This design comes from an exercise in tuning for small area, a short achievable clock period and few clock cycles on the open sky130 flow, not from production work. No functional check of the RTL was part of any run shown here. Power is estimated from default activity; no workload was simulated.

## flow/design.v (module list and top-level ports; edited modules follow where they fit)
// module mac_dot: 1526 lines
// module mac_fa: 4 lines
// module mac_ha: 4 lines
// module mac_hai: 4 lines
// module mac_top: 94 lines
module mac_top (
    input  logic         CLK,
    input  logic         RSTN,
    input  logic [11:0]  mnt_i,        
    input  logic         start_i,
    output logic         done_o,
    output logic [3:0]   w_rd_o,       
    input  logic [63:0]  w_rdata_i,    
    output logic [3:0]   i_rd_o,       
    input  logic [63:0]  i_rdata_i,    
    output logic [68:0]  o_wr_o        
);
  // ...
==> flow/flow/run.sh <==
#!/bin/bash
# The standard layout with two changes:
#  - the smallest buffer on every port (repair_timing upsizes the ones on
#    critical paths)
#  - a clock tree of fewer, larger leaf clusters and no dummy loads
bash standard.sh \
  "BUFFER_PORTS_ARGS=-buffer_cell sky130_fd_sc_hd__buf_1" \
  "CTS_ARGS=-sink_clustering_enable -sink_clustering_size 30 -sink_clustering_max_diameter 90 -buf_list {sky130_fd_sc_hd__clkbuf_16} -dont_use_dummy_load -repair_clock_nets" \
  finish > standard.log 2>&1
==> flow/standard.sh <==
#!/bin/bash
# synth_recipe.tcl (not shown) runs the flow's synth.tcl, then flattens the netlist and writes it again
# the make line also repeats each setting of config.mk as NAME=value (left out here)
make -C /OpenROAD-flow-scripts/flow DESIGN_CONFIG=/design/flow/config.mk WORK_HOME=/design/flow/orfs CLKGATE_MAP_FILE= SYNTH_SCRIPT=/design/flow/synth_recipe.tcl "${@:-finish}"
==> flow/config.mk <==
export PLATFORM = sky130hd
export DESIGN_NAME = mac_top
export DESIGN_NICKNAME = mac_top
export VERILOG_FILES = /design/flow/design.v
export SDC_FILE = /design/flow/constraint.sdc
export NUM_CORES = 4
export LEC_CHECK = 0
export CAP_MARGIN = 20
export CORE_MARGIN = 2
export CORE_UTILIZATION = 30
export SETUP_SLACK_MARGIN = 3.0
export SLEW_MARGIN = 20
export SYNTH_HIERARCHICAL = 1
==> flow/constraint.sdc <==
create_clock -name core_clock -period 5.5 [get_ports {CLK}]
set_input_delay 1.1000 -clock core_clock [delete_from_list [all_inputs] [get_ports {CLK}]]
set_output_delay 1.1000 -clock core_clock [all_outputs]
set_load 0.01 [all_outputs]
==> impl_metrics.toml, run 1 <==
[run_status]
outcome = "timing/DRC/antenna clean"

[logic_synthesis]
yosys.area.top_type = "dfxtp_1"
synth_compound_area_share_pct = 2.42
syn_area_per_cell_um2 = 11.8
yosysMostFrequentCell = "dfxtp_1"
synthSimpleGateAreaFrac_pct = 15.1
synth-seq-cells = 238

[final_layout]
top_register = "acc_q"
multi_input_area_share_pct = 54.2
final_nets = 1545
n_clock_buffer = 13
nMultiInputCombCells = 710
area_growth_pct = 15.2
reg.largest.list = "acc_q (64), mask_q (4)"

[worst_setup_path]
critPathCapture = "dot_inst.s405_q1$_DFF_P_"
worst-path-buf-inv = 1
cp-start-kind = "input pin"
cp_data_arrival_time_ns = 2.88
critPathRequiredTime_ns = 5.86

[floorplan]
n_tap_cell = 532
io_pins = 221

[global_routing]
first_global_vias = 8537
grt_pass1_wl_mm = 48.6
grt.met3_usage_pct = 3.92

[sta]
setup_viol = 0

[clock_tree]
cts_buffer_depth = 3

[route]
drcViolationCount = 0

[power]
combPwrFrac_pct = 54.3
power_mw = 8.34
peakVddDrop_v = 0.000304
powerClk_mw = 0.962
==> run 2, diff against run 1 <==
--- a/flow/design.v
+++ b/flow/design.v
@@ -696,192 +696,173 @@
     logic c688;
     logic s689;
     logic c690;
     logic s691;
     logic c692;
     logic s693;
     logic c694;
     logic s695;
-    logic s696;
+    logic c696;
     logic s697;
     logic c698;
     logic s699;
     logic c700;
     logic s701;
     logic c702;
     logic s703;
-    logic c704;
+    logic s704;
     logic s705;
     logic c706;
     logic s707;
     logic c708;
     logic s709;
     logic c710;
     logic s711;
     logic c712;
     logic s713;
     logic c714;
     logic s715;
     logic c716;
     logic s717;
     logic c718;
     logic s719;
+    logic c720;
+    logic s721;
     logic pp65_q1;
     logic s257_q1;
     logic s265_q1;
     logic s263_q1;
     logic c266_q1;
     logic c264_q1;
     logic s275_q1;
     logic s277_q1;
-    logic s287_q1;
-    logic c276_q1;
-    logic c278_q1;
     logic s289_q1;
     logic s291_q1;
     logic s293_q1;
-    logic s305_q1;
-    logic c290_q1;
-    logic c292_q1;
-    logic c294_q1;
-    logic s307_q1;
-    logic s309_q1;
-    logic s311_q1;
+    logic s295_q1;
     logic s313_q1;
-    logic c310_q1;
-    logic c312_q1;
-    logic c314_q1;
-    logic s331_q1;
-    logic s333_q1;
-    logic s335_q1;
+    logic s315_q1;
+    logic c296_q1;
+    logic s317_q1;
+    logic s319_q1;
     logic s337_q1;
     logic s339_q1;
-    logic c332_q1;
-    logic c334_q1;
-    logic c336_q1;
-    logic c338_q1;
-    logic s359_q1;
-    logic s361_q1;
-    logic s363_q1;
-    logic s365_q1;
-    logic s367_q1;
-    logic s369_q1;
-    logic c340_q1;
-    logic c366_q1;
-    logic c368_q1;
-    logic c370_q1;
-    logic s391_q1;
-    logic s393_q1;
-    logic s395_q1;
-    logic s397_q1;
-    logic s399_q1;
-    logic s401_q1;
-    logic s403_q1;
-    logic s405_q1;
-    logic c394_q1;
-    logic c396_q1;
-    logic c398_q1;
-    logic c400_q1;
-    logic c402_q1;
-    logic c404_q1;
-    logic s425_q1;
-    logic s427_q1;
-    logic s429_q1;
-    logic s431_q1;
-    logic s433_q1;
-    logic s435_q1;
-    logic c406_q1;
-    logic s437_q1;
-    logic c428_q1;
-    logic c430_q1;
-    logic c432_q1;
-    logic c434_q1;
-    logic c436_q1;
+    logic s341_q1;
+    logic s343_q1;
+    logic c318_q1;
+    logic c320_q1;
+    logic s345_q1;
+    logic s347_q1;
+    logic s371_q1;
+    logic s373_q1;
+    logic s375_q1;
+    logic s377_q1;
+    logic c346_q1;
+    logic c348_q1;
+    logic s379_q1;
+    logic s381_q1;
+    logic s409_q1;
+    logic s411_q1;
+    logic s413_q1;
+    logic s415_q1;
+    logic c380_q1;
+    logic c382_q1;
+    logic s417_q1;
+    logic s419_q1;
+    logic s421_q1;
+    logic s447_q1;
+    logic s449_q1;
+    logic s451_q1;
+    logic c418_q1;
+    logic c420_q1;
+    logic c422_q1;
+    logic s453_q1;
     logic s455_q1;
     logic s457_q1;
     logic s459_q1;
-    logic s461_q1;
-    logic s463_q1;
-    logic c438_q1;
-    logic s465_q1;
-    logic c462_q1;
-    logic c464_q1;
+    logic s479_q1;
     logic s481_q1;
     logic s483_q1;
     logic s485_q1;
+    logic c454_q1;
+    logic c456_q1;
+    logic c458_q1;
+    logic c460_q1;
     logic s487_q1;
     logic s489_q1;
-    logic c466_q1;
     logic s491_q1;
-    logic c486_q1;
+    logic s509_q1;
+    logic s511_q1;
+    logic s513_q1;
+    logic s515_q1;
     logic c488_q1;
     logic c490_q1;
-    logic s503_q1;
-    logic s505_q1;
-    logic s507_q1;
-    logic s509_q1;
     logic c492_q1;
-    logic s511_q1;
-    logic c504_q1;
-    logic c506_q1;
-    logic c508_q1;
-    logic c510_q1;
-    logic s521_q1;
-    logic s523_q1;
-    logic s525_q1;
-    logic c512_q1;
-    logic c524_q1;
-    logic c526_q1;
+    logic s517_q1;
+    logic s519_q1;
     logic s531_q1;
     logic s533_q1;
     logic s535_q1;
+    logic s537_q1;
+    logic c518_q1;
+    logic c520_q1;
     logic s539_q1;
-    logic c536_q1;
     logic s541_q1;
     logic c538_q1;
+    logic s551_q1;
+    logic s553_q1;
+    logic s555_q1;
     logic c540_q1;
     logic c542_q1;
+    logic s557_q1;
+    logic s565_q1;
+    logic c558_q1;
+    logic s567_q1;
+    logic s569_q1;
+    logic s573_q1;
+    logic c568_q1;
+    logic c570_q1;
+    logic s575_q1;
+    logic c572_q1;
+    logic c574_q1;
+    logic c576_q1;
     logic pp65_q1_q2;
     logic s257_q1_q2;
     logic s263_q1_q2;
     logic s265_q1_q2;
     logic s277_q1_q2;
-    logic s543_q2;
-    logic s549_q2;
-    logic s559_q2;
-    logic s571_q2;
-    logic s583_q2;
-    logic c572_q2;
-    logic s585_q2;
-    logic c586_q2;
-    logic s601_q2;
-    logic c600_q2;
-    logic s617_q2;
-    logic s619_q2;
-    logic c602_q2;
-    logic s637_q2;
-    logic s639_q2;
+    logic s577_q2;
+    logic s581_q2;
+    logic s587_q2;
+    logic s597_q2;
+    logic c598_q2;
+    logic s609_q2;
+    logic c608_q2;
+    logic c610_q2;
+    logic s621_q2;
+    logic c622_q2;
+    logic s635_q2;
     logic c636_q2;
     logic s651_q2;
-    logic c638_q2;
-    logic s653_q2;
-    logic c640_q2;
-    logic c654_q2;
-    logic s667_q2;
+    logic s663_q2;
+    logic c652_q2;
+    logic s665_q2;
+    logic s675_q2;
+    logic c666_q2;
     logic s677_q2;
-    logic c668_q2;
-    logic s679_q2;
     logic s685_q2;
-    logic c680_q2;
+    logic c678_q2;
     logic s687_q2;
-    logic s693_q2;
+    logic s695_q2;
     logic c688_q2;
-    logic c694_q2;
-    logic s696_q2;
+    logic c696_q2;
+    logic s701_q2;
+    logic s704_q2;
+    logic c702_q2;
     assign pp1 = ~(x_i[0] & w_i[0] & mask_i[0]);
     assign pp2 = ~(x_i[0] & w_i[1] & mask_i[0]);
     assign pp3 = ~(x_i[0] & w_i[2] & mask_i[0]);
     assign pp4 = ~(x_i[0] & w_i[3] & mask_i[0]);
     assign pp5 = ~(x_i[0] & w_i[4] & mask_i[0]);
     assign pp6 = ~(x_i[0] & w_i[5] & mask_i[0]);
     assign pp7 = ~(x_i[0] & w_i[6] & mask_i[0]);
     assign pp8 = x_i[0] & w_i[7] & mask_i[0];
@@ -1147,387 +1128,367 @@
     mac_fa u_s279 (.a(pp11), .b(pp132), .c(pp139), .s(s279), .co(c280));
     mac_fa u_s281 (.a(pp146), .b(pp153), .c(pp18), .s(s281), .co(c282));
     mac_fa u_s283 (.a(pp196), .b(pp203), .c(pp210), .s(s283), .co(c284));
     mac_fa u_s285 (.a(pp217), .b(pp25), .c(pp4), .s(s285), .co(c286));
     mac_fa u_s287 (.a(pp68), .b(pp75), .c(pp82), .s(s287), .co(c288));
     mac_fa u_s289 (.a(pp89), .b(c268), .c(c270), .s(s289), .co(c290));
     mac_fa u_s291 (.a(c272), .b(c274), .c(s279), .s(s291), .co(c292));
     mac_fa u_s293 (.a(s281), .b(s283), .c(s285), .s(s293), .co(c294));
-    mac_fa u_s295 (.a(pp12), .b(pp133), .c(pp140), .s(s295), .co(c296));
-    mac_fa u_s297 (.a(pp147), .b(pp154), .c(pp161), .s(s297), .co(c298));
-    mac_fa u_s299 (.a(pp19), .b(pp197), .c(pp204), .s(s299), .co(c300));
-    mac_fa u_s301 (.a(pp211), .b(pp218), .c(pp225), .s(s301), .co(c302));
-    mac_fa u_s303 (.a(pp26), .b(pp33), .c(pp5), .s(s303), .co(c304));
-    mac_fa u_s305 (.a(pp69), .b(pp76), .c(pp83), .s(s305), .co(c306));
-    mac_fa u_s307 (.a(pp90), .b(pp97), .c(c280), .s(s307), .co(c308));
-    mac_fa u_s309 (.a(c282), .b(c284), .c(c286), .s(s309), .co(c310));
-    mac_fa u_s311 (.a(c288), .b(s295), .c(s297), .s(s311), .co(c312));
-    mac_fa u_s313 (.a(s299), .b(s301), .c(s303), .s(s313), .co(c314));
-    mac_fa u_s315 (.a(pp105), .b(pp13), .c(pp134), .s(s315), .co(c316));
-    mac_fa u_s317 (.a(pp141), .b(pp148), .c(pp155), .s(s317), .co(c318));
-    mac_fa u_s319 (.a(pp162), .b(pp169), .c(pp198), .s(s319), .co(c320));
-    mac_fa u_s321 (.a(pp20), .b(pp205), .c(pp212), .s(s321), .co(c322));
-    mac_fa u_s323 (.a(pp219), .b(pp226), .c(pp233), .s(s323), .co(c324));
-    mac_fa u_s325 (.a(pp27), .b(pp34), .c(pp41), .s(s325), .co(c326));
-    mac_fa u_s327 (.a(pp6), .b(pp70), .c(pp77), .s(s327), .co(c328));
-    mac_fa u_s329 (.a(pp84), .b(pp91), .c(pp98), .s(s329), .co(c330));
-    mac_fa u_s331 (.a(c296), .b(c298), .c(c300), .s(s331), .co(c332));
-    mac_fa u_s333 (.a(c302), .b(c304), .c(c306), .s(s333), .co(c334));
-    mac_fa u_s335 (.a(s315), .b(s317), .c(s319), .s(s335), .co(c336));
-    mac_fa u_s337 (.a(s321), .b(s323), .c(s325), .s(s337), .co(c338));
-    mac_fa u_s339 (.a(s327), .b(s329), .c(c308), .s(s339), .co(c340));
-    mac_fa u_s341 (.a(pp106), .b(pp113), .c(pp135), .s(s341), .co(c342));
-    mac_fa u_s343 (.a(pp14), .b(pp142), .c(pp149), .s(s343), .co(c344));
-    mac_fa u_s345 (.a(pp156), .b(pp163), .c(pp170), .s(s345), .co(c346));
-    mac_fa u_s347 (.a(pp177), .b(pp199), .c(pp206), .s(s347), .co(c348));
-    mac_fa u_s349 (.a(pp21), .b(pp213), .c(pp220), .s(s349), .co(c350));
-    mac_fa u_s351 (.a(pp227), .b(pp234), .c(pp241), .s(s351), .co(c352));
-    mac_fa u_s353 (.a(pp28), .b(pp35), .c(pp42), .s(s353), .co(c354));
-    mac_fa u_s355 (.a(pp49), .b(pp7), .c(pp71), .s(s355), .co(c356));
-    mac_fa u_s357 (.a(pp78), .b(pp85), .c(pp92), .s(s357), .co(c358));
-    mac_fa u_s359 (.a(pp99), .b(c316), .c(c318), .s(s359), .co(c360));
-    mac_fa u_s361 (.a(c320), .b(c322), .c(c324), .s(s361), .co(c362));
-    mac_fa u_s363 (.a(c326), .b(c328), .c(c330), .s(s363), .co(c364));
-    mac_fa u_s365 (.a(s341), .b(s343), .c(s345), .s(s365), .co(c366));
-    mac_fa u_s367 (.a(s347), .b(s349), .c(s351), .s(s367), .co(c368));
-    mac_fa u_s369 (.a(s353), .b(s355), .c(s357), .s(s369), .co(c370));
-    mac_fa u_s371 (.a(pp100), .b(pp107), .c(pp114), .s(s371), .co(c372));
-    mac_fa u_s373 (.a(pp121), .b(pp136), .c(pp143), .s(s373), .co(c374));
-    mac_fa u_s375 (.a(pp15), .b(pp150), .c(pp157), .s(s375), .co(c376));
-    mac_fa u_s377 (.a(pp164), .b(pp171), .c(pp178), .s(s377), .co(c378));
-    mac_fa u_s379 (.a(pp185), .b(pp200), .c(pp207), .s(s379), .co(c380));
-    mac_fa u_s381 (.a(pp214), .b(pp22), .c(pp221), .s(s381), .co(c382));
-    mac_fa u_s383 (.a(pp228), .b(pp235), .c(pp242), .s(s383), .co(c384));
-    mac_fa u_s385 (.a(pp249), .b(pp29), .c(pp36), .s(s385), .co(c386));
-    mac_fa u_s387 (.a(pp43), .b(pp50), .c(pp57), .s(s387), .co(c388));
-    mac_fa u_s389 (.a(pp72), .b(pp79), .c(pp8), .s(s389), .co(c390));
-    mac_fa u_s391 (.a(pp86), .b(pp93), .c(c342), .s(s391), .co(c392));
-    mac_fa u_s393 (.a(c344), .b(c346), .c(c348), .s(s393), .co(c394));
-    mac_fa u_s395 (.a(c350), .b(c352), .c(c354), .s(s395), .co(c396));
-    mac_fa u_s397 (.a(c356), .b(c358), .c(s371), .s(s397), .co(c398));
-    mac_fa u_s399 (.a(s373), .b(s375), .c(s377), .s(s399), .co(c400));
-    mac_fa u_s401 (.a(s379), .b(s381), .c(s383), .s(s401), .co(c402));
-    mac_fa u_s403 (.a(s385), .b(s387), .c(s389), .s(s403), .co(c404));
-    mac_fa u_s405 (.a(c360), .b(c362), .c(c364), .s(s405), .co(c406));
-    mac_fa u_s407 (.a(pp101), .b(pp108), .c(pp115), .s(s407), .co(c408));
-    mac_fa u_s409 (.a(pp122), .b(pp144), .c(pp151), .s(s409), .co(c410));
-    mac_fa u_s411 (.a(pp158), .b(pp16), .c(pp165), .s(s411), .co(c412));
-    mac_fa u_s413 (.a(pp172), .b(pp179), .c(pp186), .s(s413), .co(c414));
-    mac_fa u_s415 (.a(pp208), .b(pp215), .c(pp222), .s(s415), .co(c416));
-    mac_fa u_s417 (.a(pp229), .b(pp23), .c(pp236), .s(s417), .co(c418));
-    mac_fa u_s419 (.a(pp243), .b(pp250), .c(pp30), .s(s419), .co(c420));
-    mac_fa u_s421 (.a(pp37), .b(pp44), .c(pp51), .s(s421), .co(c422));
-    mac_fa u_s423 (.a(pp58), .b(pp80), .c(pp87), .s(s423), .co(c424));
-    mac_fa u_s425 (.a(pp94), .b(c372), .c(c374), .s(s425), .co(c426));
-    mac_fa u_s427 (.a(c376), .b(c378), .c(c380), .s(s427), .co(c428));
-    mac_fa u_s429 (.a(c382), .b(c384), .c(c386), .s(s429), .co(c430));
-    mac_fa u_s431 (.a(c388), .b(c390), .c(s407), .s(s431), .co(c432));
-    mac_fa u_s433 (.a(s409), .b(s411), .c(s413), .s(s433), .co(c434));
-    mac_fa u_s435 (.a(s415), .b(s417), .c(s419), .s(s435), .co(c436));
-    mac_fa u_s437 (.a(s421), .b(s423), .c(c392), .s(s437), .co(c438));
-    mac_fa u_s439 (.a(pp102), .b(pp109), .c(pp116), .s(s439), .co(c440));
-    mac_fa u_s441 (.a(pp123), .b(pp152), .c(pp159), .s(s441), .co(c442));
-    mac_fa u_s443 (.a(pp166), .b(pp173), .c(pp180), .s(s443), .co(c444));
-    mac_fa u_s445 (.a(pp187), .b(pp216), .c(pp223), .s(s445), .co(c446));
-    mac_fa u_s447 (.a(pp230), .b(pp237), .c(pp24), .s(s447), .co(c448));
-    mac_fa u_s449 (.a(pp244), .b(pp251), .c(pp31), .s(s449), .co(c450));
-    mac_fa u_s451 (.a(pp38), .b(pp45), .c(pp52), .s(s451), .co(c452));
-    mac_fa u_s453 (.a(pp59), .b(pp88), .c(pp95), .s(s453), .co(c454));
-    mac_fa u_s455 (.a(c408), .b(c410), .c(c412), .s(s455), .co(c456));
-    mac_fa u_s457 (.a(c414), .b(c416), .c(c418), .s(s457), .co(c458));
-    mac_fa u_s459 (.a(c420), .b(c422), .c(c424), .s(s459), .co(c460));
-    mac_fa u_s461 (.a(s439), .b(s441), .c(s443), .s(s461), .co(c462));
-    mac_fa u_s463 (.a(s445), .b(s447), .c(s449), .s(s463), .co(c464));
-    mac_fa u_s465 (.a(s451), .b(s453), .c(c426), .s(s465), .co(c466));
-    mac_ha u_s467 (.a(pp103), .b(pp110), .s(s467), .co(c468));
-    mac_fa u_s469 (.a(pp117), .b(pp124), .c(pp160), .s(s469), .co(c470));
-    mac_fa u_s471 (.a(pp167), .b(pp174), .c(pp181), .s(s471), .co(c472));
-    mac_fa u_s473 (.a(pp188), .b(pp224), .c(pp231), .s(s473), .co(c474));
-    mac_fa u_s475 (.a(pp238), .b(pp245), .c(pp252), .s(s475), .co(c476));
-    mac_fa u_s477 (.a(pp32), .b(pp39), .c(pp46), .s(s477), .co(c478));
-    mac_fa u_s479 (.a(pp53), .b(pp60), .c(pp96), .s(s479), .co(c480));
-    mac_fa u_s481 (.a(s467), .b(c440), .c(c442), .s(s481), .co(c482));
-    mac_fa u_s483 (.a(c444), .b(c446), .c(c448), .s(s483), .co(c484));
-    mac_fa u_s485 (.a(c450), .b(c452), .c(c454), .s(s485), .co(c486));
-    mac_fa u_s487 (.a(s469), .b(s471), .c(s473), .s(s487), .co(c488));
-    mac_fa u_s489 (.a(s475), .b(s477), .c(s479), .s(s489), .co(c490));
-    mac_fa u_s491 (.a(c456), .b(c458), .c(c460), .s(s491), .co(c492));
-    mac_fa u_s493 (.a(pp104), .b(pp111), .c(pp118), .s(s493), .co(c494));
-    mac_fa u_s495 (.a(pp125), .b(pp168), .c(pp175), .s(s495), .co(c496));
-    mac_fa u_s497 (.a(pp182), .b(pp189), .c(pp232), .s(s497), .co(c498));
-    mac_fa u_s499 (.a(pp239), .b(pp246), .c(pp253), .s(s499), .co(c500));
-    mac_fa u_s501 (.a(pp40), .b(pp47), .c(pp54), .s(s501), .co(c502));
-    mac_fa u_s503 (.a(pp61), .b(c468), .c(c470), .s(s503), .co(c504));
-    mac_fa u_s505 (.a(c472), .b(c474), .c(c476), .s(s505), .co(c506));
-    mac_fa u_s507 (.a(c478), .b(c480), .c(s493), .s(s507), .co(c508));
-    mac_fa u_s509 (.a(s495), .b(s497), .c(s499), .s(s509), .co(c510));
-    mac_fa u_s511 (.a(s501), .b(c482), .c(c484), .s(s511), .co(c512));
-    mac_fa u_s513 (.a(pp112), .b(pp119), .c(pp126), .s(s513), .co(c514));
-    mac_fa u_s515 (.a(pp176), .b(pp183), .c(pp190), .s(s515), .co(c516));
-    mac_fa u_s517 (.a(pp240), .b(pp247), .c(pp254), .s(s517), .co(c518));
-    mac_fa u_s519 (.a(pp48), .b(pp55), .c(pp62), .s(s519), .co(c520));
-    mac_fa u_s521 (.a(c494), .b(c496), .c(c498), .s(s521), .co(c522));
-    mac_fa u_s523 (.a(c500), .b(c502), .c(s513), .s(s523), .co(c524));
-    mac_fa u_s525 (.a(s515), .b(s517), .c(s519), .s(s525), .co(c526));
-    mac_fa u_s527 (.a(pp120), .b(pp127), .c(pp184), .s(s527), .co(c528));
-    mac_fa u_s529 (.a(pp191), .b(pp248), .c(pp255), .s(s529), .co(c530));
-    mac_fa u_s531 (.a(pp56), .b(pp63), .c(c514), .s(s531), .co(c532));
-    mac_fa u_s533 (.a(c516), .b(c518), .c(c520), .s(s533), .co(c534));
-    mac_fa u_s535 (.a(s527), .b(s529), .c(c522), .s(s535), .co(c536));
-    mac_fa u_s537 (.a(pp128), .b(pp192), .c(pp256), .s(s537), .co(c538));
-    mac_fa u_s539 (.a(pp64), .b(c528), .c(c530), .s(s539), .co(c540));
-    mac_fa u_s541 (.a(s537), .b(c532), .c(c534), .s(s541), .co(c542));
-    mac_fa u_s543 (.a(c264_q1), .b(c266_q1), .c(s275_q1), .s(s543), .co(c544));
-    mac_fa u_s545 (.a(c276_q1), .b(c278_q1), .c(s287_q1), .s(s545), .co(c546));
-    mac_fa u_s547 (.a(s289_q1), .b(s291_q1), .c(s293_q1), .s(s547), .co(c548));
-    mac_fa u_s549 (.a(c544), .b(s545), .c(s547), .s(s549), .co(c550));
-    mac_fa u_s551 (.a(c290_q1), .b(c292_q1), .c(c294_q1), .s(s551), .co(c552));
-    mac_fa u_s553 (.a(s305_q1), .b(s307_q1), .c(s309_q1), .s(s553), .co(c554));
-    mac_fa u_s555 (.a(s311_q1), .b(s313_q1), .c(c546), .s(s555), .co(c556));
-    mac_fa u_s557 (.a(c548), .b(s551), .c(s553), .s(s557), .co(c558));
-    mac_fa u_s559 (.a(c550), .b(s555), .c(s557), .s(s559), .co(c560));
-    mac_fa u_s561 (.a(c310_q1), .b(c312_q1), .c(c314_q1), .s(s561), .co(c562));
-    mac_fa u_s563 (.a(s331_q1), .b(s333_q1), .c(s335_q1), .s(s563), .co(c564));
-    mac_fa u_s565 (.a(s337_q1), .b(s339_q1), .c(c552), .s(s565), .co(c566));
-    mac_fa u_s567 (.a(c554), .b(s561), .c(s563), .s(s567), .co(c568));
-    mac_fa u_s569 (.a(c556), .b(c558), .c(s565), .s(s569), .co(c570));
-    mac_fa u_s571 (.a(s567), .b(c560), .c(s569), .s(s571), .co(c572));
-    mac_fa u_s573 (.a(c332_q1), .b(c334_q1), .c(c336_q1), .s(s573), .co(c574));
-    mac_fa u_s575 (.a(c338_q1), .b(c340_q1), .c(s359_q1), .s(s575), .co(c576));
-    mac_fa u_s577 (.a(s361_q1), .b(s363_q1), .c(s365_q1), .s(s577), .co(c578));
-    mac_fa u_s579 (.a(s367_q1), .b(s369_q1), .c(c562), .s(s579), .co(c580));
-    mac_fa u_s581 (.a(c564), .b(s573), .c(s575), .s(s581), .co(c582));
-    mac_fa u_s583 (.a(s577), .b(c566), .c(c568), .s(s583), .co(c584));
-    mac_fa u_s585 (.a(s579), .b(s581), .c(c570), .s(s585), .co(c586));
-    mac_fa u_s587 (.a(c366_q1), .b(c368_q1), .c(c370_q1), .s(s587), .co(c588));
-    mac_fa u_s589 (.a(s391_q1), .b(s393_q1), .c(s395_q1), .s(s589), .co(c590));
-    mac_fa u_s591 (.a(s397_q1), .b(s399_q1), .c(s401_q1), .s(s591), .co(c592));
-    mac_fa u_s593 (.a(s403_q1), .b(s405_q1), .c(c574), .s(s593), .co(c594));
-    mac_fa u_s595 (.a(c576), .b(c578), .c(s587), .s(s595), .co(c596));
-    mac_fa u_s597 (.a(s589), .b(s591), .c(c580), .s(s597), .co(c598));
-    mac_fa u_s599 (.a(c582), .b(s593), .c(s595), .s(s599), .co(c600));
-    mac_fa u_s601 (.a(c584), .b(s597), .c(s599), .s(s601), .co(c602));
-    mac_fa u_s603 (.a(c394_q1), .b(c396_q1), .c(c398_q1), .s(s603), .co(c604));
-    mac_fa u_s605 (.a(c400_q1), .b(c402_q1), .c(c404_q1), .s(s605), .co(c606));
-    mac_fa u_s607 (.a(c406_q1), .b(s425_q1), .c(s427_q1), .s(s607), .co(c608));
-    mac_fa u_s609 (.a(s429_q1), .b(s431_q1), .c(s433_q1), .s(s609), .co(c610));
-    mac_fa u_s611 (.a(s435_q1), .b(s437_q1), .c(c588), .s(s611), .co(c612));
-    mac_fa u_s613 (.a(c590), .b(c592), .c(s603), .s(s613), .co(c614));
-    mac_fa u_s615 (.a(s605), .b(s607), .c(s609), .s(s615), .co(c616));
-    mac_fa u_s617 (.a(c594), .b(c596), .c(s611), .s(s617), .co(c618));
-    mac_fa u_s619 (.a(s613), .b(s615), .c(c598), .s(s619), .co(c620));
-    mac_fa u_s621 (.a(c428_q1), .b(c430_q1), .c(c432_q1), .s(s621), .co(c622));
-    mac_fa u_s623 (.a(c434_q1), .b(c436_q1), .c(c438_q1), .s(s623), .co(c624));
-    mac_fa u_s625 (.a(s455_q1), .b(s457_q1), .c(s459_q1), .s(s625), .co(c626));
-    mac_fa u_s627 (.a(s461_q1), .b(s463_q1), .c(s465_q1), .s(s627), .co(c628));
-    mac_fa u_s629 (.a(c604), .b(c606), .c(c608), .s(s629), .co(c630));
-    mac_fa u_s631 (.a(c610), .b(s621), .c(s623), .s(s631), .co(c632));
-    mac_fa u_s633 (.a(s625), .b(s627), .c(c612), .s(s633), .co(c634));
-    mac_fa u_s635 (.a(c614), .b(c616), .c(s629), .s(s635), .co(c636));
-    mac_fa u_s637 (.a(s631), .b(c618), .c(s633), .s(s637), .co(c638));
-    mac_hai u_s639 (.a(s635), .b(c620), .s(s639), .co(c640));
-    mac_fa u_s641 (.a(c462_q1), .b(c464_q1), .c(c466_q1), .s(s641), .co(c642));
-    mac_fa u_s643 (.a(s481_q1), .b(s483_q1), .c(s485_q1), .s(s643), .co(c644));
-    mac_fa u_s645 (.a(s487_q1), .b(s489_q1), .c(s491_q1), .s(s645), .co(c646));
-    mac_fa u_s647 (.a(c622), .b(c624), .c(c626), .s(s647), .co(c648));
-    mac_fa u_s649 (.a(c628), .b(s641), .c(s643), .s(s649), .co(c650));
-    mac_fa u_s651 (.a(s645), .b(c630), .c(c632), .s(s651), .co(c652));
-    mac_fa u_s653 (.a(s647), .b(s649), .c(c634), .s(s653), .co(c654));
-    mac_fa u_s655 (.a(c486_q1), .b(c488_q1), .c(c490_q1), .s(s655), .co(c656));
-    mac_fa u_s657 (.a(c492_q1), .b(s503_q1), .c(s505_q1), .s(s657), .co(c658));
-    mac_fa u_s659 (.a(s507_q1), .b(s509_q1), .c(s511_q1), .s(s659), .co(c660));
-    mac_fa u_s661 (.a(c642), .b(c644), .c(c646), .s(s661), .co(c662));
-    mac_fa u_s663 (.a(s655), .b(s657), .c(s659), .s(s663), .co(c664));
-    mac_fa u_s665 (.a(c648), .b(c650), .c(s661), .s(s665), .co(c666));
-    mac_fa u_s667 (.a(s663), .b(c652), .c(s665), .s(s667), .co(c668));
-    mac_fa u_s669 (.a(c504_q1), .b(c506_q1), .c(c508_q1), .s(s669), .co(c670));
-    mac_fa u_s671 (.a(c510_q1), .b(c512_q1), .c(s521_q1), .s(s671), .co(c672));
-    mac_fa u_s673 (.a(s523_q1), .b(s525_q1), .c(c656), .s(s673), .co(c674));
-    mac_fa u_s675 (.a(c658), .b(c660), .c(s669), .s(s675), .co(c676));
-    mac_fa u_s677 (.a(s671), .b(c662), .c(c664), .s(s677), .co(c678));
-    mac_fa u_s679 (.a(s673), .b(s675), .c(c666), .s(s679), .co(c680));
-    mac_fa u_s681 (.a(c524_q1), .b(c526_q1), .c(s531_q1), .s(s681), .co(c682));
-    mac_fa u_s683 (.a(s533_q1), .b(s535_q1), .c(c670), .s(s683), .co(c684));
-    mac_fa u_s685 (.a(c672), .b(s681), .c(c674), .s(s685), .co(c686));
-    mac_fa u_s687 (.a(c676), .b(s683), .c(c678), .s(s687), .co(c688));
-    mac_fa u_s689 (.a(c536_q1), .b(s539_q1), .c(s541_q1), .s(s689), .co(c690));
-    mac_fa u_s691 (.a(c682), .b(s689), .c(c684), .s(s691), .co(c692));
-    mac_hai u_s693 (.a(c686), .b(s691), .s(s693), .co(c694));
-    assign s695 = c538_q1 ^ c540_q1 ^ c542_q1;
-    assign s696 = c690 ^ s695 ^ c692;
-    mac_fa u_s697 (.a(c572_q2), .b(s583_q2), .c(s585_q2), .s(s697), .co(c698));
-    mac_hai u_s699 (.a(c586_q2), .b(s601_q2), .s(s699), .co(c700));
-    mac_fa u_s701 (.a(c600_q2), .b(c602_q2), .c(s617_q2), .s(s701), .co(c702));
-    mac_hai u_s703 (.a(s619_q2), .b(c700), .s(s703), .co(c704));
-    mac_fa u_s705 (.a(s637_q2), .b(s639_q2), .c(c702), .s(s705), .co(c706));
-    mac_fa u_s707 (.a(c636_q2), .b(c638_q2), .c(c640_q2), .s(s707), .co(c708));
-    mac_fa u_s709 (.a(s651_q2), .b(s653_q2), .c(s707), .s(s709), .co(c710));
-    mac_fa u_s711 (.a(c654_q2), .b(s667_q2), .c(c708), .s(s711), .co(c712));
-    mac_fa u_s713 (.a(c668_q2), .b(s677_q2), .c(s679_q2), .s(s713), .co(c714));
-    mac_fa u_s715 (.a(c680_q2), .b(s685_q2), .c(s687_q2), .s(s715), .co(c716));
-    mac_hai u_s717 (.a(c688_q2), .b(s693_q2), .s(s717), .co(c718));
-    assign s719 = c694_q2 ^ s696_q2 ^ c718;
+    mac_fa u_s295 (.a(s287), .b(c276), .c(c278), .s(s295), .co(c296));
+    mac_fa u_s297 (.a(pp12), .b(pp133), .c(pp140), .s(s297), .co(c298));
+    mac_fa u_s299 (.a(pp147), .b(pp154), .c(pp161), .s(s299), .co(c300));
+    mac_fa u_s301 (.a(pp19), .b(pp197), .c(pp204), .s(s301), .co(c302));
+    mac_fa u_s303 (.a(pp211), .b(pp218), .c(pp225), .s(s303), .co(c304));
+    mac_fa u_s305 (.a(pp26), .b(pp33), .c(pp5), .s(s305), .co(c306));
+    mac_fa u_s307 (.a(pp69), .b(pp76), .c(pp83), .s(s307), .co(c308));
+    mac_fa u_s309 (.a(pp90), .b(pp97), .c(c280), .s(s309), .co(c310));
+    mac_fa u_s311 (.a(c282), .b(c284), .c(c286), .s(s311), .co(c312));
+    mac_fa u_s313 (.a(c288), .b(s297), .c(s299), .s(s313), .co(c314));
+    mac_fa u_s315 (.a(s301), .b(s303), .c(s305), .s(s315), .co(c316));
+    mac_fa u_s317 (.a(s307), .b(c290), .c(c292), .s(s317), .co(c318));
+    mac_fa u_s319 (.a(c294), .b(s309), .c(s311), .s(s319), .co(c320));
+    mac_fa u_s321 (.a(pp105), .b(pp13), .c(pp134), .s(s321), .co(c322));
+    mac_fa u_s323 (.a(pp141), .b(pp148), .c(pp155), .s(s323), .co(c324));
+    mac_fa u_s325 (.a(pp162), .b(pp169), .c(pp198), .s(s325), .co(c326));
+    mac_fa u_s327 (.a(pp20), .b(pp205), .c(pp212), .s(s327), .co(c328));
+    mac_fa u_s329 (.a(pp219), .b(pp226), .c(pp233), .s(s329), .co(c330));
+    mac_fa u_s331 (.a(pp27), .b(pp34), .c(pp41), .s(s331), .co(c332));
+    mac_fa u_s333 (.a(pp6), .b(pp70), .c(pp77), .s(s333), .co(c334));
+    mac_fa u_s335 (.a(pp84), .b(pp91), .c(pp98), .s(s335), .co(c336));
+    mac_fa u_s337 (.a(c298), .b(c300), .c(c302), .s(s337), .co(c338));
+    mac_fa u_s339 (.a(c304), .b(c306), .c(c308), .s(s339), .co(c340));
+    mac_fa u_s341 (.a(s321), .b(s323), .c(s325), .s(s341), .co(c342));
+    mac_fa u_s343 (.a(s327), .b(s329), .c(s331), .s(s343), .co(c344));
+    mac_fa u_s345 (.a(s333), .b(s335), .c(c310), .s(s345), .co(c346));
+    mac_fa u_s347 (.a(c312), .b(c314), .c(c316), .s(s347), .co(c348));
+    mac_fa u_s349 (.a(pp106), .b(pp113), .c(pp135), .s(s349), .co(c350));
+    mac_fa u_s351 (.a(pp14), .b(pp142), .c(pp149), .s(s351), .co(c352));
+    mac_fa u_s353 (.a(pp156), .b(pp163), .c(pp170), .s(s353), .co(c354));
+    mac_fa u_s355 (.a(pp177), .b(pp199), .c(pp206), .s(s355), .co(c356));
+    mac_fa u_s357 (.a(pp21), .b(pp213), .c(pp220), .s(s357), .co(c358));
+    mac_fa u_s359 (.a(pp227), .b(pp234), .c(pp241), .s(s359), .co(c360));
+    mac_fa u_s361 (.a(pp28), .b(pp35), .c(pp42), .s(s361), .co(c362));
+    mac_fa u_s363 (.a(pp49), .b(pp7), .c(pp71), .s(s363), .co(c364));
+    mac_fa u_s365 (.a(pp78), .b(pp85), .c(pp92), .s(s365), .co(c366));
+    mac_fa u_s367 (.a(pp99), .b(c322), .c(c324), .s(s367), .co(c368));
+    mac_fa u_s369 (.a(c326), .b(c328), .c(c330), .s(s369), .co(c370));
+    mac_fa u_s371 (.a(c332), .b(c334), .c(c336), .s(s371), .co(c372));
+    mac_fa u_s373 (.a(s349), .b(s351), .c(s353), .s(s373), .co(c374));
+    mac_fa u_s375 (.a(s355), .b(s357), .c(s359), .s(s375), .co(c376));
+    mac_fa u_s377 (.a(s361), .b(s363), .c(s365), .s(s377), .co(c378));
+    mac_fa u_s379 (.a(c338), .b(c340), .c(c342), .s(s379), .co(c380));
+    mac_fa u_s381 (.a(c344), .b(s367), .c(s369), .s(s381), .co(c382));
+    mac_fa u_s383 (.a(pp100), .b(pp107), .c(pp114), .s(s383), .co(c384));
+    mac_fa u_s385 (.a(pp121), .b(pp136), .c(pp143), .s(s385), .co(c386));
+    mac_fa u_s387 (.a(pp15), .b(pp150), .c(pp157), .s(s387), .co(c388));
+    mac_fa u_s389 (.a(pp164), .b(pp171), .c(pp178), .s(s389), .co(c390));
+    mac_fa u_s391 (.a(pp185), .b(pp200), .c(pp207), .s(s391), .co(c392));
+    mac_fa u_s393 (.a(pp214), .b(pp22), .c(pp221), .s(s393), .co(c394));
+    mac_fa u_s395 (.a(pp228), .b(pp235), .c(pp242), .s(s395), .co(c396));
+    mac_fa u_s397 (.a(pp249), .b(pp29), .c(pp36), .s(s397), .co(c398));
+    mac_fa u_s399 (.a(pp43), .b(pp50), .c(pp57), .s(s399), .co(c400));
+    mac_fa u_s401 (.a(pp72), .b(pp79), .c(pp8), .s(s401), .co(c402));
+    mac_fa u_s403 (.a(pp86), .b(pp93), .c(c350), .s(s403), .co(c404));
+    mac_fa u_s405 (.a(c352), .b(c354), .c(c356), .s(s405), .co(c406));
+    mac_fa u_s407 (.a(c358), .b(c360), .c(c362), .s(s407), .co(c408));
+    mac_fa u_s409 (.a(c364), .b(c366), .c(s383), .s(s409), .co(c410));
+    mac_fa u_s411 (.a(s385), .b(s387), .c(s389), .s(s411), .co(c412));
+    mac_fa u_s413 (.a(s391), .b(s393), .c(s395), .s(s413), .co(c414));
+    mac_fa u_s415 (.a(s397), .b(s399), .c(s401), .s(s415), .co(c416));
+    mac_fa u_s417 (.a(c368), .b(c370), .c(c372), .s(s417), .co(c418));
+    mac_fa u_s419 (.a(c374), .b(c376), .c(c378), .s(s419), .co(c420));
+    mac_fa u_s421 (.a(s403), .b(s405), .c(s407), .s(s421), .co(c422));
+    mac_fa u_s423 (.a(pp101), .b(pp108), .c(pp115), .s(s423), .co(c424));
+    mac_fa u_s425 (.a(pp122), .b(pp144), .c(pp151), .s(s425), .co(c426));
+    mac_fa u_s427 (.a(pp158), .b(pp16), .c(pp165), .s(s427), .co(c428));
+    mac_fa u_s429 (.a(pp172), .b(pp179), .c(pp186), .s(s429), .co(c430));
+    mac_fa u_s431 (.a(pp208), .b(pp215), .c(pp222), .s(s431), .co(c432));
+    mac_fa u_s433 (.a(pp229), .b(pp23), .c(pp236), .s(s433), .co(c434));
+    mac_fa u_s435 (.a(pp243), .b(pp250), .c(pp30), .s(s435), .co(c436));
+    mac_fa u_s437 (.a(pp37), .b(pp44), .c(pp51), .s(s437), .co(c438));
+    mac_fa u_s439 (.a(pp58), .b(pp80), .c(pp87), .s(s439), .co(c440));
+    mac_fa u_s441 (.a(pp94), .b(c384), .c(c386), .s(s441), .co(c442));
+    mac_fa u_s443 (.a(c388), .b(c390), .c(c392), .s(s443), .co(c444));
+    mac_fa u_s445 (.a(c394), .b(c396), .c(c398), .s(s445), .co(c446));
+    mac_fa u_s447 (.a(c400), .b(c402), .c(s423), .s(s447), .co(c448));
+    mac_fa u_s449 (.a(s425), .b(s427), .c(s429), .s(s449), .co(c450));
+    mac_fa u_s451 (.a(s431), .b(s433), .c(s435), .s(s451), .co(c452));
+    mac_fa u_s453 (.a(s437), .b(s439), .c(c404), .s(s453), .co(c454));
+    mac_fa u_s455 (.a(c406), .b(c408), .c(c410), .s(s455), .co(c456));
+    mac_fa u_s457 (.a(c412), .b(c414), .c(c416), .s(s457), .co(c458));
+    mac_fa u_s459 (.a(s441), .b(s443), .c(s445), .s(s459), .co(c460));
+    mac_fa u_s461 (.a(pp102), .b(pp109), .c(pp116), .s(s461), .co(c462));
+    mac_fa u_s463 (.a(pp123), .b(pp152), .c(pp159), .s(s463), .co(c464));
+    mac_fa u_s465 (.a(pp166), .b(pp173), .c(pp180), .s(s465), .co(c466));
+    mac_fa u_s467 (.a(pp187), .b(pp216), .c(pp223), .s(s467), .co(c468));
+    mac_fa u_s469 (.a(pp230), .b(pp237), .c(pp24), .s(s469), .co(c470));
+    mac_fa u_s471 (.a(pp244), .b(pp251), .c(pp31), .s(s471), .co(c472));
+    mac_fa u_s473 (.a(pp38), .b(pp45), .c(pp52), .s(s473), .co(c474));
+    mac_fa u_s475 (.a(pp59), .b(pp88), .c(pp95), .s(s475), .co(c476));
+    mac_fa u_s477 (.a(c424), .b(c426), .c(c428), .s(s477), .co(c478));
+    mac_fa u_s479 (.a(c430), .b(c432), .c(c434), .s(s479), .co(c480));
+    mac_fa u_s481 (.a(c436), .b(c438), .c(c440), .s(s481), .co(c482));
+    mac_fa u_s483 (.a(s461), .b(s463), .c(s465), .s(s483), .co(c484));
+    mac_fa u_s485 (.a(s467), .b(s469), .c(s471), .s(s485), .co(c486));
+    mac_fa u_s487 (.a(s473), .b(s475), .c(c442), .s(s487), .co(c488));
+    mac_fa u_s489 (.a(c444), .b(c446), .c(c448), .s(s489), .co(c490));
+    mac_fa u_s491 (.a(c450), .b(c452), .c(s477), .s(s491), .co(c492));
+    mac_ha u_s493 (.a(pp103), .b(pp110), .s(s493), .co(c494));
+    mac_fa u_s495 (.a(pp117), .b(pp124), .c(pp160), .s(s495), .co(c496));
+    mac_fa u_s497 (.a(pp167), .b(pp174), .c(pp181), .s(s497), .co(c498));
+    mac_fa u_s499 (.a(pp188), .b(pp224), .c(pp231), .s(s499), .co(c500));
+    mac_fa u_s501 (.a(pp238), .b(pp245), .c(pp252), .s(s501), .co(c502));
+    mac_fa u_s503 (.a(pp32), .b(pp39), .c(pp46), .s(s503), .co(c504));
+    mac_fa u_s505 (.a(pp53), .b(pp60), .c(pp96), .s(s505), .co(c506));
+    mac_fa u_s507 (.a(s493), .b(c462), .c(c464), .s(s507), .co(c508));
+    mac_fa u_s509 (.a(c466), .b(c468), .c(c470), .s(s509), .co(c510));
+    mac_fa u_s511 (.a(c472), .b(c474), .c(c476), .s(s511), .co(c512));
+    mac_fa u_s513 (.a(s495), .b(s497), .c(s499), .s(s513), .co(c514));
+    mac_fa u_s515 (.a(s501), .b(s503), .c(s505), .s(s515), .co(c516));
+    mac_fa u_s517 (.a(c478), .b(c480), .c(c482), .s(s517), .co(c518));
+    mac_fa u_s519 (.a(c484), .b(c486), .c(s507), .s(s519), .co(c520));
+    mac_fa u_s521 (.a(pp104), .b(pp111), .c(pp118), .s(s521), .co(c522));
+    mac_fa u_s523 (.a(pp125), .b(pp168), .c(pp175), .s(s523), .co(c524));
+    mac_fa u_s525 (.a(pp182), .b(pp189), .c(pp232), .s(s525), .co(c526));
+    mac_fa u_s527 (.a(pp239), .b(pp246), .c(pp253), .s(s527), .co(c528));
+    mac_fa u_s529 (.a(pp40), .b(pp47), .c(pp54), .s(s529), .co(c530));
+    mac_fa u_s531 (.a(pp61), .b(c494), .c(c496), .s(s531), .co(c532));
+    mac_fa u_s533 (.a(c498), .b(c500), .c(c502), .s(s533), .co(c534));
+    mac_fa u_s535 (.a(c504), .b(c506), .c(s521), .s(s535), .co(c536));
+    mac_fa u_s537 (.a(s523), .b(s525), .c(s527), .s(s537), .co(c538));
+    mac_fa u_s539 (.a(s529), .b(c508), .c(c510), .s(s539), .co(c540));
+    mac_fa u_s541 (.a(c512), .b(c514), .c(c516), .s(s541), .co(c542));
+    mac_fa u_s543 (.a(pp112), .b(pp119), .c(pp126), .s(s543), .co(c544));
+    mac_fa u_s545 (.a(pp176), .b(pp183), .c(pp190), .s(s545), .co(c546));
+    mac_fa u_s547 (.a(pp240), .b(pp247), .c(pp254), .s(s547), .co(c548));
+    mac_fa u_s549 (.a(pp48), .b(pp55), .c(pp62), .s(s549), .co(c550));
+    mac_fa u_s551 (.a(c522), .b(c524), .c(c526), .s(s551), .co(c552));
+    mac_fa u_s553 (.a(c528), .b(c530), .c(s543), .s(s553), .co(c554));
+    mac_fa u_s555 (.a(s545), .b(s547), .c(s549), .s(s555), .co(c556));
+    mac_fa u_s557 (.a(c532), .b(c534), .c(c536), .s(s557), .co(c558));
+    mac_fa u_s559 (.a(pp120), .b(pp127), .c(pp184), .s(s559), .co(c560));
+    mac_fa u_s561 (.a(pp191), .b(pp248), .c(pp255), .s(s561), .co(c562));
+    mac_fa u_s563 (.a(pp56), .b(pp63), .c(c544), .s(s563), .co(c564));
+    mac_fa u_s565 (.a(c546), .b(c548), .c(c550), .s(s565), .co(c566));
+    mac_fa u_s567 (.a(s559), .b(s561), .c(c552), .s(s567), .co(c568));
+    mac_fa u_s569 (.a(c554), .b(c556), .c(s563), .s(s569), .co(c570));
+    mac_fa u_s571 (.a(pp128), .b(pp192), .c(pp256), .s(s571), .co(c572));
+    mac_fa u_s573 (.a(pp64), .b(c560), .c(c562), .s(s573), .co(c574));
+    mac_fa u_s575 (.a(s571), .b(c564), .c(c566), .s(s575), .co(c576));
+    mac_fa u_s577 (.a(c264_q1), .b(c266_q1), .c(s275_q1), .s(s577), .co(c578));
+    mac_fa u_s579 (.a(s289_q1), .b(s291_q1), .c(s293_q1), .s(s579), .co(c580));
+    mac_fa u_s581 (.a(s295_q1), .b(c578), .c(s579), .s(s581), .co(c582));
+    mac_fa u_s583 (.a(c296_q1), .b(s313_q1), .c(s315_q1), .s(s583), .co(c584));
+    mac_fa u_s585 (.a(s317_q1), .b(s319_q1), .c(c580), .s(s585), .co(c586));
+    mac_fa u_s587 (.a(s583), .b(c582), .c(s585), .s(s587), .co(c588));
+    mac_fa u_s589 (.a(c318_q1), .b(c320_q1), .c(s337_q1), .s(s589), .co(c590));
+    mac_fa u_s591 (.a(s339_q1), .b(s341_q1), .c(s343_q1), .s(s591), .co(c592));
+    mac_fa u_s593 (.a(s345_q1), .b(s347_q1), .c(c584), .s(s593), .co(c594));
+    mac_fa u_s595 (.a(s589), .b(s591), .c(c586), .s(s595), .co(c596));
+    mac_fa u_s597 (.a(s593), .b(c588), .c(s595), .s(s597), .co(c598));
+    mac_fa u_s599 (.a(c346_q1), .b(c348_q1), .c(s371_q1), .s(s599), .co(c600));
+    mac_fa u_s601 (.a(s373_q1), .b(s375_q1), .c(s377_q1), .s(s601), .co(c602));
+    mac_fa u_s603 (.a(s379_q1), .b(s381_q1), .c(c590), .s(s603), .co(c604));
+    mac_fa u_s605 (.a(c592), .b(s599), .c(s601), .s(s605), .co(c606));
+    mac_fa u_s607 (.a(c594), .b(s603), .c(s605), .s(s607), .co(c608));
+    mac_hai u_s609 (.a(c596), .b(s607), .s(s609), .co(c610));
+    mac_fa u_s611 (.a(c380_q1), .b(c382_q1), .c(s409_q1), .s(s611), .co(c612));
+    mac_fa u_s613 (.a(s411_q1), .b(s413_q1), .c(s415_q1), .s(s613), .co(c614));
+    mac_fa u_s615 (.a(s417_q1), .b(s419_q1), .c(s421_q1), .s(s615), .co(c616));
+    mac_fa u_s617 (.a(c600), .b(c602), .c(s611), .s(s617), .co(c618));
+    mac_fa u_s619 (.a(s613), .b(s615), .c(c604), .s(s619), .co(c620));
+    mac_fa u_s621 (.a(c606), .b(s617), .c(s619), .s(s621), .co(c622));
+    mac_fa u_s623 (.a(c418_q1), .b(c420_q1), .c(c422_q1), .s(s623), .co(c624));
+    mac_fa u_s625 (.a(s447_q1), .b(s449_q1), .c(s451_q1), .s(s625), .co(c626));
+    mac_fa u_s627 (.a(s453_q1), .b(s455_q1), .c(s457_q1), .s(s627), .co(c628));
+    mac_fa u_s629 (.a(s459_q1), .b(c612), .c(c614), .s(s629), .co(c630));
+    mac_fa u_s631 (.a(c616), .b(s623), .c(s625), .s(s631), .co(c632));
+    mac_fa u_s633 (.a(s627), .b(c618), .c(s629), .s(s633), .co(c634));
+    mac_fa u_s635 (.a(s631), .b(c620), .c(s633), .s(s635), .co(c636));
+    mac_fa u_s637 (.a(c454_q1), .b(c456_q1), .c(c458_q1), .s(s637), .co(c638));
+    mac_fa u_s639 (.a(c460_q1), .b(s479_q1), .c(s481_q1), .s(s639), .co(c640));
+    mac_fa u_s641 (.a(s483_q1), .b(s485_q1), .c(s487_q1), .s(s641), .co(c642));
+    mac_fa u_s643 (.a(s489_q1), .b(s491_q1), .c(c624), .s(s643), .co(c644));
+    mac_fa u_s645 (.a(c626), .b(c628), .c(s637), .s(s645), .co(c646));
+    mac_fa u_s647 (.a(s639), .b(s641), .c(c630), .s(s647), .co(c648));
+    mac_fa u_s649 (.a(c632), .b(s643), .c(s645), .s(s649), .co(c650));
+    mac_fa u_s651 (.a(c634), .b(s647), .c(s649), .s(s651), .co(c652));
+    mac_fa u_s653 (.a(c488_q1), .b(c490_q1), .c(c492_q1), .s(s653), .co(c654));
+    mac_fa u_s655 (.a(s509_q1), .b(s511_q1), .c(s513_q1), .s(s655), .co(c656));
+    mac_fa u_s657 (.a(s515_q1), .b(s517_q1), .c(s519_q1), .s(s657), .co(c658));
+    mac_fa u_s659 (.a(c638), .b(c640), .c(c642), .s(s659), .co(c660));
+    mac_fa u_s661 (.a(s653), .b(s655), .c(s657), .s(s661), .co(c662));
+    mac_fa u_s663 (.a(c644), .b(c646), .c(s659), .s(s663), .co(c664));
+    mac_fa u_s665 (.a(s661), .b(c648), .c(c650), .s(s665), .co(c666));
+    mac_fa u_s667 (.a(c518_q1), .b(c520_q1), .c(s531_q1), .s(s667), .co(c668));
+    mac_fa u_s669 (.a(s533_q1), .b(s535_q1), .c(s537_q1), .s(s669), .co(c670));
+    mac_fa u_s671 (.a(s539_q1), .b(s541_q1), .c(c654), .s(s671), .co(c672));
+    mac_fa u_s673 (.a(c656), .b(c658), .c(s667), .s(s673), .co(c674));
+    mac_fa u_s675 (.a(s669), .b(c660), .c(c662), .s(s675), .co(c676));
+    mac_fa u_s677 (.a(s671), .b(s673), .c(c664), .s(s677), .co(c678));
+    mac_fa u_s679 (.a(c538_q1), .b(c540_q1), .c(c542_q1), .s(s679), .co(c680));
+    mac_fa u_s681 (.a(s551_q1), .b(s553_q1), .c(s555_q1), .s(s681), .co(c682));
+    mac_fa u_s683 (.a(s557_q1), .b(c668), .c(c670), .s(s683), .co(c684));
+    mac_fa u_s685 (.a(s679), .b(s681), .c(c672), .s(s685), .co(c686));
+    mac_fa u_s687 (.a(c674), .b(s683), .c(c676), .s(s687), .co(c688));
+    mac_fa u_s689 (.a(c558_q1), .b(s565_q1), .c(s567_q1), .s(s689), .co(c690));
+    mac_fa u_s691 (.a(s569_q1), .b(c680), .c(c682), .s(s691), .co(c692));
+    mac_fa u_s693 (.a(s689), .b(c684), .c(s691), .s(s693), .co(c694));
+    mac_hai u_s695 (.a(c686), .b(s693), .s(s695), .co(c696));
+    mac_fa u_s697 (.a(c568_q1), .b(c570_q1), .c(s573_q1), .s(s697), .co(c698));
+    mac_fa u_s699 (.a(s575_q1), .b(c690), .c(s697), .s(s699), .co(c700));
+    mac_fa u_s701 (.a(c692), .b(s699), .c(c694), .s(s701), .co(c702));
+    assign s703 = c572_q1 ^ c574_q1 ^ c576_q1;
+    assign s704 = c698 ^ s703 ^ c700;
+    mac_fa u_s705 (.a(c608_q2), .b(c610_q2), .c(s621_q2), .s(s705), .co(c706));
+    mac_hai u_s707 (.a(c622_q2), .b(s635_q2), .s(s707), .co(c708));
+    mac_hai u_s709 (.a(c636_q2), .b(s651_q2), .s(s709), .co(c710));
+    mac_fa u_s711 (.a(c652_q2), .b(s663_q2), .c(s665_q2), .s(s711), .co(c712));
+    mac_fa u_s713 (.a(c666_q2), .b(s675_q2), .c(s677_q2), .s(s713), .co(c714));
+    mac_fa u_s715 (.a(c678_q2), .b(s685_q2), .c(s687_q2), .s(s715), .co(c716));
+    mac_hai u_s717 (.a(c688_q2), .b(s695_q2), .s(s717), .co(c718));
+    mac_hai u_s719 (.a(c696_q2), .b(s701_q2), .s(s719), .co(c720));
+    assign s721 = c702_q2 ^ s704_q2 ^ c720;
     always_ff @(posedge CLK) begin
         pp65_q1 <= pp65;
         s257_q1 <= s257;
         s265_q1 <= s265;
         s263_q1 <= s263;
         c266_q1 <= c266;
         c264_q1 <= c264;
         s275_q1 <= s275;
         s277_q1 <= s277;
-        s287_q1 <= s287;
-        c276_q1 <= c276;
-        c278_q1 <= c278;
         s289_q1 <= s289;
         s291_q1 <= s291;
         s293_q1 <= s293;
-        s305_q1 <= s305;
-        c290_q1 <= c290;
-        c292_q1 <= c292;
-        c294_q1 <= c294;
-        s307_q1 <= s307;
-        s309_q1 <= s309;
-        s311_q1 <= s311;
+        s295_q1 <= s295;
         s313_q1 <= s313;
-        c310_q1 <= c310;
-        c312_q1 <= c312;
-        c314_q1 <= c314;
-        s331_q1 <= s331;
-        s333_q1 <= s333;
-        s335_q1 <= s335;
+        s315_q1 <= s315;
+        c296_q1 <= c296;
+        s317_q1 <= s317;
+        s319_q1 <= s319;
         s337_q1 <= s337;
         s339_q1 <= s339;
-        c332_q1 <= c332;
-        c334_q1 <= c334;
-        c336_q1 <= c336;
-        c338_q1 <= c338;
-        s359_q1 <= s359;
-        s361_q1 <= s361;
-        s363_q1 <= s363;
-        s365_q1 <= s365;
-        s367_q1 <= s367;
-        s369_q1 <= s369;
-        c340_q1 <= c340;
-        c366_q1 <= c366;
-        c368_q1 <= c368;
-        c370_q1 <= c370;
-        s391_q1 <= s391;
-        s393_q1 <= s393;
-        s395_q1 <= s395;
-        s397_q1 <= s397;
-        s399_q1 <= s399;
-        s401_q1 <= s401;
-        s403_q1 <= s403;
-        s405_q1 <= s405;
-        c394_q1 <= c394;
-        c396_q1 <= c396;
-        c398_q1 <= c398;
-        c400_q1 <= c400;
-        c402_q1 <= c402;
-        c404_q1 <= c404;
-        s425_q1 <= s425;
-        s427_q1 <= s427;
-        s429_q1 <= s429;
-        s431_q1 <= s431;
-        s433_q1 <= s433;
-        s435_q1 <= s435;
-        c406_q1 <= c406;
-        s437_q1 <= s437;
-        c428_q1 <= c428;
-        c430_q1 <= c430;
-        c432_q1 <= c432;
-        c434_q1 <= c434;
-        c436_q1 <= c436;
+        s341_q1 <= s341;
+        s343_q1 <= s343;
+        c318_q1 <= c318;
+        c320_q1 <= c320;
+        s345_q1 <= s345;
+        s347_q1 <= s347;
+        s371_q1 <= s371;
+        s373_q1 <= s373;
+        s375_q1 <= s375;
+        s377_q1 <= s377;
+        c346_q1 <= c346;
+        c348_q1 <= c348;
+        s379_q1 <= s379;
+        s381_q1 <= s381;
+        s409_q1 <= s409;
+        s411_q1 <= s411;
+        s413_q1 <= s413;
+        s415_q1 <= s415;
+        c380_q1 <= c380;
+        c382_q1 <= c382;
+        s417_q1 <= s417;
+        s419_q1 <= s419;
+        s421_q1 <= s421;
+        s447_q1 <= s447;
+        s449_q1 <= s449;
+        s451_q1 <= s451;
+        c418_q1 <= c418;
+        c420_q1 <= c420;
+        c422_q1 <= c422;
+        s453_q1 <= s453;
         s455_q1 <= s455;
         s457_q1 <= s457;
         s459_q1 <= s459;
-        s461_q1 <= s461;
-        s463_q1 <= s463;
-        c438_q1 <= c438;
-        s465_q1 <= s465;
-        c462_q1 <= c462;
-        c464_q1 <= c464;
+        s479_q1 <= s479;
         s481_q1 <= s481;
         s483_q1 <= s483;
         s485_q1 <= s485;
+        c454_q1 <= c454;
+        c456_q1 <= c456;
+        c458_q1 <= c458;
+        c460_q1 <= c460;
         s487_q1 <= s487;
         s489_q1 <= s489;
-        c466_q1 <= c466;
         s491_q1 <= s491;
-        c486_q1 <= c486;
+        s509_q1 <= s509;
+        s511_q1 <= s511;
+        s513_q1 <= s513;
+        s515_q1 <= s515;
         c488_q1 <= c488;
         c490_q1 <= c490;
-        s503_q1 <= s503;
-        s505_q1 <= s505;
-        s507_q1 <= s507;
-        s509_q1 <= s509;
         c492_q1 <= c492;
-        s511_q1 <= s511;
-        c504_q1 <= c504;
-        c506_q1 <= c506;
-        c508_q1 <= c508;
-        c510_q1 <= c510;
-        s521_q1 <= s521;
-        s523_q1 <= s523;
-        s525_q1 <= s525;
-        c512_q1 <= c512;
-        c524_q1 <= c524;
-        c526_q1 <= c526;
+        s517_q1 <= s517;
+        s519_q1 <= s519;
         s531_q1 <= s531;
         s533_q1 <= s533;
         s535_q1 <= s535;
+        s537_q1 <= s537;
+        c518_q1 <= c518;
+        c520_q1 <= c520;
         s539_q1 <= s539;
-        c536_q1 <= c536;
         s541_q1 <= s541;
         c538_q1 <= c538;
+        s551_q1 <= s551;
+        s553_q1 <= s553;
+        s555_q1 <= s555;
         c540_q1 <= c540;
         c542_q1 <= c542;
+        s557_q1 <= s557;
+        s565_q1 <= s565;
+        c558_q1 <= c558;
+        s567_q1 <= s567;
+        s569_q1 <= s569;
+        s573_q1 <= s573;
+        c568_q1 <= c568;
+        c570_q1 <= c570;
+        s575_q1 <= s575;
+        c572_q1 <= c572;
+        c574_q1 <= c574;
+        c576_q1 <= c576;
         pp65_q1_q2 <= pp65_q1;
         s257_q1_q2 <= s257_q1;
         s263_q1_q2 <= s263_q1;
         s265_q1_q2 <= s265_q1;
         s277_q1_q2 <= s277_q1;
-        s543_q2 <= s543;
-        s549_q2 <= s549;
-        s559_q2 <= s559;
-        s571_q2 <= s571;
-        s583_q2 <= s583;
-        c572_q2 <= c572;
-        s585_q2 <= s585;
-        c586_q2 <= c586;
-        s601_q2 <= s601;
-        c600_q2 <= c600;
-        s617_q2 <= s617;
-        s619_q2 <= s619;
-        c602_q2 <= c602;
-        s637_q2 <= s637;
-        s639_q2 <= s639;
+        s577_q2 <= s577;
+        s581_q2 <= s581;
+        s587_q2 <= s587;
+        s597_q2 <= s597;
+        c598_q2 <= c598;
+        s609_q2 <= s609;
+        c608_q2 <= c608;
+        c610_q2 <= c610;
+        s621_q2 <= s621;
+        c622_q2 <= c622;
+        s635_q2 <= s635;
         c636_q2 <= c636;
         s651_q2 <= s651;
-        c638_q2 <= c638;
-        s653_q2 <= s653;
-        c640_q2 <= c640;
-        c654_q2 <= c654;
-        s667_q2 <= s667;
+        s663_q2 <= s663;
+        c652_q2 <= c652;
+        s665_q2 <= s665;
+        s675_q2 <= s675;
+        c666_q2 <= c666;
         s677_q2 <= s677;
-        c668_q2 <= c668;
-        s679_q2 <= s679;
         s685_q2 <= s685;
-        c680_q2 <= c680;
+        c678_q2 <= c678;
         s687_q2 <= s687;
-        s693_q2 <= s693;
+        s695_q2 <= s695;
         c688_q2 <= c688;
-        c694_q2 <= c694;
-        s696_q2 <= s696;
+        c696_q2 <= c696;
+        s701_q2 <= s701;
+        s704_q2 <= s704;
+        c702_q2 <= c702;
     end
     logic [15:0] ra, rb;
-    assign ra = {s719, s717, c714, s713, c710, c706, c704, s703, s699, s697, s571_q2, s559_q2, s549_q2, s277_q1_q2, s263_q1_q2, pp65_q1_q2};
-    assign rb = {1'b1, c716, s715, c712, s711, s709, s705, s701, c698, 1'b1, 1'b1, 1'b1, 1'b1, s543_q2, s265_q1_q2, s257_q1_q2};
+    assign ra = {s721, c718, s717, c714, c712, c710, c708, s707, s705, c598_q2, s597_q2, s587_q2, s581_q2, s277_q1_q2, s263_q1_q2, pp65_q1_q2};
+    assign rb = {1'b1, s719, c716, s715, s713, s711, s709, c706, 1'b1, s609_q2, 1'b1, 1'b1, 1'b1, s577_q2, s265_q1_q2, s257_q1_q2};
     assign dot_o = ~(ra + rb + 16'd1);
 endmodule
 module mac_fa (input logic a, b, c, output logic s, co);
     assign s  = a ^ b ^ c;
     assign co = (a & b) | (a & c) | (b & c);
 endmodule
 module mac_ha (input logic a, b, output logic s, co);
     assign s  = a ^ b;
==> flow/flow/run.sh (replaced) <==
#!/bin/bash
# The standard layout with two changes:
#  - the smallest buffer on every port (repair_timing upsizes the ones on
#    critical paths)
#  - a clock tree of fewer, larger leaf clusters and no dummy loads
bash standard.sh \
  "BUFFER_PORTS_ARGS=-buffer_cell sky130_fd_sc_hd__buf_1" \
  "CTS_ARGS=-sink_clustering_enable -sink_clustering_size 24 -sink_clustering_max_diameter 80 -buf_list {sky130_fd_sc_hd__clkbuf_8 sky130_fd_sc_hd__clkbuf_16} -dont_use_dummy_load -repair_clock_nets" \
  finish > standard.log 2>&1
==> impl_metrics.toml, run 2 <==
[final_layout]
drive_gt1_share_pct = 33.5
area_growth_pct = 20.8
final_cell_area_um2 = 14800
largest_reg_flops = 64
layout_commonest_cell = "dfxtp_1"
top_register = "acc_q"
final_nets = 1556
reg.largest.list = "acc_q (64), mask_q (4)"

[worst_setup_path]
cp_data_arrival_time_ns = 2.95
critPathRequiredTime_ns = 5.86
cp-start-kind = "input pin"

[power]
combPwrFrac_pct = 53.0
seqPwrFrac_pct = 35.1
switching_power_mw = 3.07
switching_share_pct = 39.9
pwr-share-clk_pct = 11.9
peakVddDrop_v = 0.000282

[sta]
clock.fmax_mhz = 385
setup_viol = 0
hold_viol_final = 0
min_period_ns = 2.60
period_share_pct = 47.2

[logic_synthesis]
synth_top_area_share_pct = 36.7
syn_area_per_cell_um2 = 11.6
synth-edff-count = 0
synth-seq-cells = 217
synth_cells = 1053
synth.cells.most_frequent = "fa_1, dfxtp_1, nand2_1"
yosys.area.top_type = "fa_1"
yosysMostFrequentCell = "fa_1"
async_reset_ff_share_pct = 5.53

[placement]
place_area_um2 = 13800
place_inst = 1650
numPortBuffers = 150

[route]
drcViolationCount = 0
wl_per_cell_um = 18.2
vias = 7754

[global_routing]
first_global_vias = 8442
grt.met3_usage_pct = 4.07
grt_max_degree = 49
grt_pass1_wl_mm = 47.8

[run_status]
outcome = "timing/DRC/antenna clean"

[clock_tree]
cts_hold_buffers = 0
path_clk_slew_ns = 0.09
cts_buffer_depth = 3
clock-sinks = 217

[floorplan]
io_pins = 221
die_area_um2 = 42300

[worst_hold_path]
worstHoldPathType = "reg2reg"
==> run 2: cell count changes after synthesis, sizes merged, moves of 3 or more <==
cell / before / now
a2111oi: 3 / 0
a21o: 4 / 1
clkbuf: 42 / 45
dfxtp: 226 / 205
inv: 37 / 40
nand2: 207 / 203
nor2: 9 / 15
o21ai: 5 / 9
xnor2: 19 / 16
==> run 2: per-module statistics from Yosys, one instance, submodules excluded <==
module / times used / flip-flops and latches / cell area, um2 / cells
mac_hai: 7 / 0 / 27.5 / 5
mac_fa: 223 / 0 / 20.0 / 1
mac_top: 1 / 86 / 2710 / 222
mac_ha: 1 / 0 / 12.5 / 1
mac_dot: 1 / 131 / 4840 / 572
==> run 2: timing repair <==
item | CTS | global route
setup endpoints to repair | 76 | 26
buffers inserted | 12 | 13
pin swaps | 48 | 68
endpoints found under the hold margin | 0 | 0
gates resized for setup | 112 | 68
==> run 2: kinds of logic after synthesis <==
| kind of cell | after synthesis | share of synthesized area, % |
|---|---|---|
| flops | 217 | 36.1 |
| compound gates | 46 | 2.65 |
| buf+inv | 120 | 3.89 |
| mux | 2 | 0.174 |
| xor+xnor | 30 | 2.33 |
| other cells | 2 | 0.0615 |
| fa+ha+maj | 248 | 39.2 |
| simple gates | 388 | 15.6 |
==> run 2: worst max-delay path by stage <==
| stage | endpoint | cells after the start |
|---|---|---|
| after global placement | dot_inst.s421_q1$_DFF_P_ | 5 |
| after CTS | dot_inst.s381_q1$_DFF_P_ | 6 |
| after floorplan | dot_inst.s459_q1$_DFF_P_ | 6 |
| after global routing | dot_inst.s319_q1$_DFF_P_ | 7 |
| final | dot_inst.s319_q1$_DFF_P_ | 7 |
| after detailed placement | dot_inst.s421_q1$_DFF_P_ | 6 |
==> run 2: worst max-delay path, stage by stage <==
cell and delay, ns:
buf_6 0.08, and2_4 0.18, buf_6 0.14, nand2_4 0.05
fa_2 0.40, fa_2 0.57, fa_1 0.42
==> run 2: through the flow <==
stage / total power, mW / utilization (%) / hold WS, ns
floorplan: 5.59 / - / 0.310
global placement: 6.74 / 34.6 / 0.313
detailed placement: 6.84 / 34.6 / 0.313
CTS: 7.81 / 36.2 / 0.331
global route: 8.53 / 37.0 / 0.339
finish: 7.68 / 37.0 / 0.331
==> run 2: power by group through the flow <==
stage	Clock, mW	Combinational, mW	Sequential, mW
final	0.917	4.07	2.70
after detailed placement	0	4.09	2.75
after CTS	0.964	4.13	2.71
after floorplan	0	2.85	2.74
after global routing	1.01	4.73	2.79
after global placement	0	4.01	2.72
==> run 2: routing by layer <==
metal | share of wire, % | vias to the layer above
met5 | 0 | -
met4 | 2.4 | 0
met3 | 8.5 | 51
met2 | 45 | 329
met1 | 44 | 3912
li1 | - | 3462
==> run 2: cell type report <==
| class | instances | area, um2 | share of cell area [%] |
|---|---|---|---|
| clock buffers | 13 | 325 | 2.21 |
| well taps | 525 | 657 | 4.45 |
| inverters | 40 | 150 | 1.02 |
| repair buffers | 175 | 976 | 6.62 |
| multi-input cells | 718 | 8220 | 55.7 |
| flip-flops and latches | 217 | 4420 | 30.0 |

-- static timing again, ports no longer ideal --
No port has a modelled driver above. Below, the same layouts with a new extraction and two added sets of constraints. Step 1 sets driving cells, clkbuf_16 on the clock port and buf_2 on the other inputs (assumed; they add their load-dependent delay and slew). Step 2 also shifts input and output timing later by t, the mid clock arrival at the registers, as if the neighbouring blocks saw the same clock. a / b / c = no drivers / after step 1 / after step 2; a / b = the first two.
run | t (ns) | setup WS [ns]
run 1 | 0.524 | 2.971 / 2.997 / 2.472
run 2 | 0.519 | 2.904 / 2.916 / 2.397
After both steps setup and hold are still met in every run listed.
